Background: an optimization exercise with open tools, aiming at small area and a short achievable clock period. Do not read the settings as production practice. The RTL was checked by simulation tests, not by an equivalence proof against the original design. The flow treats the clock pin as an ideal source, which a real chip does not have. Power and IR drop assume default switching activity.

## tc_timer_bank
module tc_timer_bank #(
   parameter int               WIDTH      = 64,
   parameter int               CHANNELS   = 4,
   parameter int               PRESCALE_W = 8,
   parameter logic [WIDTH-1:0] START_TIME = '0,
   parameter int               CH_W       = (CHANNELS > 1) ? $clog2(CHANNELS) : 1
) (
   input  logic                  clk,
   input  logic                  rst,
   input  logic                  en,
   input  logic [PRESCALE_W-1:0] prescale,
   input  logic                  time_wr,
   output logic [WIDTH-1:0]      time_out,
   input  logic                  wr_en,
   input  logic [CH_W-1:0]       wr_ch,
   input  logic [1:0]            wr_addr,
   input  logic [WIDTH-1:0]      wr_data,
   input  logic [CH_W-1:0]       rd_ch,
   input  logic [1:0]            rd_addr,
   output logic [WIDTH-1:0]      rd_data,
   output logic [CHANNELS-1:0]   expire,
   output logic [CHANNELS-1:0]   irq
);
For scale: ~3300 cells after synthesis, about 670 flip-flops, about 220 I/O pins.
==> flow/config.mk <==
export PLATFORM = sky130hd
export DESIGN_NAME = tc_timer_bank
export DESIGN_NICKNAME = tc_timer_bank
export VERILOG_FILES = /design/flow/design.v
export SDC_FILE = /design/flow/constraint.sdc
export NUM_CORES = 4
export LEC_CHECK = 0
export CAP_MARGIN = 20
export CORE_MARGIN = 2
export CORE_UTILIZATION = 55
export SETUP_SLACK_MARGIN = 2.6
export SLEW_MARGIN = 20
==> flow/constraint.sdc <==
create_clock -name core_clock -period 5.0 [get_ports {clk}]
set_input_delay 1.0000 -clock core_clock [delete_from_list [all_inputs] [get_ports {clk}]]
set_output_delay 1.0000 -clock core_clock [all_outputs]
set_load 0.01 [all_outputs]
run.sh (not shown) runs the stock make flow with config.mk's settings and CLKGATE_MAP_FILE= SYNTH_SCRIPT=/design/flow/synth_recipe.tcl, a recipe that flattens the netlist after the stock synthesis.
Next try:
--- a/flow/config.mk
+++ b/flow/config.mk
@@ -9,4 +9,3 @@
 export CORE_MARGIN = 2
-export CORE_UTILIZATION = 55
-export SETUP_SLACK_MARGIN = 2.6
+export CORE_UTILIZATION = 40
 export SLEW_MARGIN = 20
What happened:
- The new run passed the timing, design-rule and antenna checks
- total power fell by a few percent
- clock power rises by a few percent
- synthesized area stays the same
- critical path depth came out lower by 3
- cell area came out lower by roughly a tenth
- via count goes down by roughly a tenth
- worst hold slack got worse by 0.020 ns
- setup slack got worse by 0.75 ns
- cell count fell slightly
- first-iteration DRC count drops by a quarter to a third

---

Another version of the RTL of tc_timer_bank (not shown whole).
Size in the first run: ~3500 cells after synthesis.
// tc_timer_bank
module tc_timer_bank #(
   parameter int               WIDTH      = 64,
   parameter int               CHANNELS   = 4,
   parameter int               PRESCALE_W = 8,
   parameter logic [WIDTH-1:0] START_TIME = '0,
   parameter int               CH_W       = (CHANNELS > 1) ? $clog2(CHANNELS) : 1
) (
   input  logic                  clk,
   input  logic                  rst,
   input  logic                  en,
   input  logic [PRESCALE_W-1:0] prescale,
   input  logic                  time_wr,
   output logic [WIDTH-1:0]      time_out,
   input  logic                  wr_en,
   input  logic [CH_W-1:0]       wr_ch,
   input  logic [1:0]            wr_addr,
   input  logic [WIDTH-1:0]      wr_data,
   input  logic [CH_W-1:0]       rd_ch,
   input  logic [1:0]            rd_addr,
   output logic [WIDTH-1:0]      rd_data,
   output logic [CHANNELS-1:0]   expire,
   output logic [CHANNELS-1:0]   irq
);
   localparam logic [1:0] A_CTRL   = 2'd0;
   localparam logic [1:0] A_RELOAD = 2'd1;
   localparam logic [1:0] A_COUNT  = 2'd2;
   localparam logic [1:0] A_STATUS = 2'd3;
   localparam int         CB       = 16;            
   localparam int         NB       = WIDTH / CB;    
   localparam logic [CB-1:0] C_ZERO = {CB{1'b0}};
   localparam logic [CB-1:0] C_ONE  = {{(CB-1){1'b0}}, 1'b1};
   localparam logic [CB-1:0] C_TWO  = {{(CB-2){1'b0}}, 2'b10};
   localparam logic [CB-1:0] C_FE   = {{(CB-1){1'b1}}, 1'b0};
   localparam logic [CB-1:0] C_ONES = {CB{1'b1}};
   function automatic logic [NB-1:0] byte_is(input logic [WIDTH-1:0] v, input logic [CB-1:0] b);
      for (int k = 0; k < NB; k++) byte_is[k] = (v[CB*k +: CB] == b);
   endfunction
   function automatic logic [NB-1:0] start_ones();
      for (int k = 0; k < NB; k++) start_ones[k] = (START_TIME[CB*k +: CB] == C_ONES);
   endfunction
   logic [PRESCALE_W-1:0] pre_q, pre_d, pre_inc;
  ...
export LEC_CHECK = 0
export CAP_MARGIN = 20
export CORE_MARGIN = 2
export CORE_UTILIZATION = 55
export SLEW_MARGIN = 20
create_clock -name core_clock -period 5.0 [get_ports {clk}]
standard.sh (not shown) runs the stock make flow with config.mk's settings and CLKGATE_MAP_FILE= SYNTH_SCRIPT=/design/flow/synth_recipe.tcl, a recipe that flattens the netlist after the stock synthesis.
==> flow/flow/run.sh <==
#!/bin/bash
# Standard ORFS layout, with:
# - the I/O port buffers built from plain buf_1 cells (ORFS otherwise picks a
#   slow delay buffer for them); repair upsizes the ones on critical paths;
# - the buffers ABC inserted removed at floorplan instead of a setup repair
#   there, before placement has any wires to time;
# - clock tree sinks clustered 20 at a time within 100 um, without dummy loads;
# - setup repair aiming at 2.45 ns of slack up to clock tree synthesis, with a
#   second repair pass after it (flow/post_cts.tcl), and at 2.35 ns after global
#   routing.
set -euo pipefail
ARGS=(
   "BUFFER_PORTS_ARGS=-buffer_cell sky130_fd_sc_hd__buf_1"
   REMOVE_ABC_BUFFERS=1
   "CTS_ARGS=-sink_clustering_enable -repair_clock_nets -sink_clustering_size 20 -sink_clustering_max_diameter 100 -dont_use_dummy_load"
)
bash standard.sh "${ARGS[@]}" "POST_CTS_TCL=$PWD/flow/post_cts.tcl" SETUP_SLACK_MARGIN=2.45 cts > flow_make_cts.log 2>&1
bash standard.sh "${ARGS[@]}" SETUP_SLACK_MARGIN=2.35 finish > flow_make_finish.log 2>&1
==> flow/flow/post_cts.tcl <==
# Sourced by ORFS's cts.tcl after its own repair: repair setup timing once more,
# since a single repair_timing call often stops short of its margin.
estimate_parasitics -placement
repair_timing_helper
detailed_placement
check_placement -verbose
==> next run, changes <==
--- a/flow/flow/run.sh
+++ b/flow/flow/run.sh
@@ -7,4 +7,4 @@
 # - clock tree sinks clustered 20 at a time within 100 um, without dummy loads;
-# - setup repair aiming at 2.45 ns of slack up to clock tree synthesis, with a
-#   second repair pass after it (flow/post_cts.tcl), and at 2.35 ns after global
+# - setup repair aiming at 2.5 ns of slack up to clock tree synthesis, with a
+#   second repair pass after it (flow/post_cts.tcl), and at 2.45 ns after global
 #   routing.
@@ -16,3 +16,3 @@
 )
-bash standard.sh "${ARGS[@]}" "POST_CTS_TCL=$PWD/flow/post_cts.tcl" SETUP_SLACK_MARGIN=2.45 cts > flow_make_cts.log 2>&1
-bash standard.sh "${ARGS[@]}" SETUP_SLACK_MARGIN=2.35 finish > flow_make_finish.log 2>&1
+bash standard.sh "${ARGS[@]}" "POST_CTS_TCL=$PWD/flow/post_cts.tcl" SETUP_SLACK_MARGIN=2.5 cts > flow_make_cts.log 2>&1
+bash standard.sh "${ARGS[@]}" SETUP_SLACK_MARGIN=2.45 finish > flow_make_finish.log 2>&1
Worst setup slack degrades by 0.011 ns.
Clock power is about the same.
Wire length increases by 4.4%.
Cell count goes up by 1.9%.
First-iteration DRC count increases by 9.9%.
Sequential share of layout area shrinks by 2.0 points.
==> next run, changes <==
--- a/flow/flow/run.sh
+++ b/flow/flow/run.sh
@@ -7,4 +7,4 @@
 # - clock tree sinks clustered 20 at a time within 100 um, without dummy loads;
-# - setup repair aiming at 2.5 ns of slack up to clock tree synthesis, with a
-#   second repair pass after it (flow/post_cts.tcl), and at 2.45 ns after global
+# - setup repair aiming at 2.4 ns of slack up to clock tree synthesis, with a
+#   second repair pass after it (flow/post_cts.tcl), and at 2.3 ns after global
 #   routing.
@@ -16,3 +16,3 @@
 )
-bash standard.sh "${ARGS[@]}" "POST_CTS_TCL=$PWD/flow/post_cts.tcl" SETUP_SLACK_MARGIN=2.5 cts > flow_make_cts.log 2>&1
-bash standard.sh "${ARGS[@]}" SETUP_SLACK_MARGIN=2.45 finish > flow_make_finish.log 2>&1
+bash standard.sh "${ARGS[@]}" "POST_CTS_TCL=$PWD/flow/post_cts.tcl" SETUP_SLACK_MARGIN=2.4 cts > flow_make_cts.log 2>&1
+bash standard.sh "${ARGS[@]}" SETUP_SLACK_MARGIN=2.3 finish > flow_make_finish.log 2>&1
PLACE_DENSITY = 0.7   (was default)
What happened: Routed wire length drops by 4.6%; global-route usage drops by 1.6 points; count of clock-buffer cells in the layout stays the same; register-to-register slack degrades by 0.08 ns; via count drops by 2.7%; clock power drops by about 1%; worst setup slack degrades by 0.17 ns; clock skew drops by 0.0047 ns; cell count drops by 2.2%; non-clock buffer count drops by 97; first-iteration DRC count drops by 5.4%.
==> next run, changes <==
PLACE_DENSITY = default   (was 0.7)
What happened: Area after synthesis stays the same; setup slack gets better by 0.10 ns; register-to-register slack stays flat.

==> port drivers added, routing unchanged <==
The results above use ideal ports. As a check the final layouts listed here were re-extracted and re-timed, cells and wires unchanged. Step 1 assumes that a clkbuf_16 drives the clock port and a buf_2 every other input. Step 2 times the ports against the registers' clock, not the clock port: input delays grow and output delays shrink by t, the midpoint of the rising clock arrivals with the driver on. Three values: no drivers, after step 1, after step 2; two values: the first two.
run | t (ns) | setup WS [ns] | hold WS [ns]
the first run of note 1 | 0.693 | 1.742 / 1.742 / 1.104 | 0.511 / 0.511 / 0.511
the second run of note 1 | 0.700 | 0.994 / 0.994 / 0.481 | 0.491 / 0.491 / 0.491
the first run of note 2 | 0.682 | 2.367 / 2.388 / 1.733 | 0.483 / 0.440 / 0.483
the second run of note 2 | 0.681 | 2.356 / 2.403 / 1.722 | 0.487 / 0.454 / 0.487
the third run of note 2 | 0.668 | 2.190 / 2.233 / 1.565 | 0.489 / 0.489 / 0.489
the fourth run of note 2 | 0.678 | 2.293 / 2.337 / 1.661 | 0.485 / 0.446 / 0.485
After both steps every run listed still meets setup and hold. The setup slack of the first run of note 1, which loses most, moves by 0.000 ns with the drivers and by -0.638 ns with both steps.
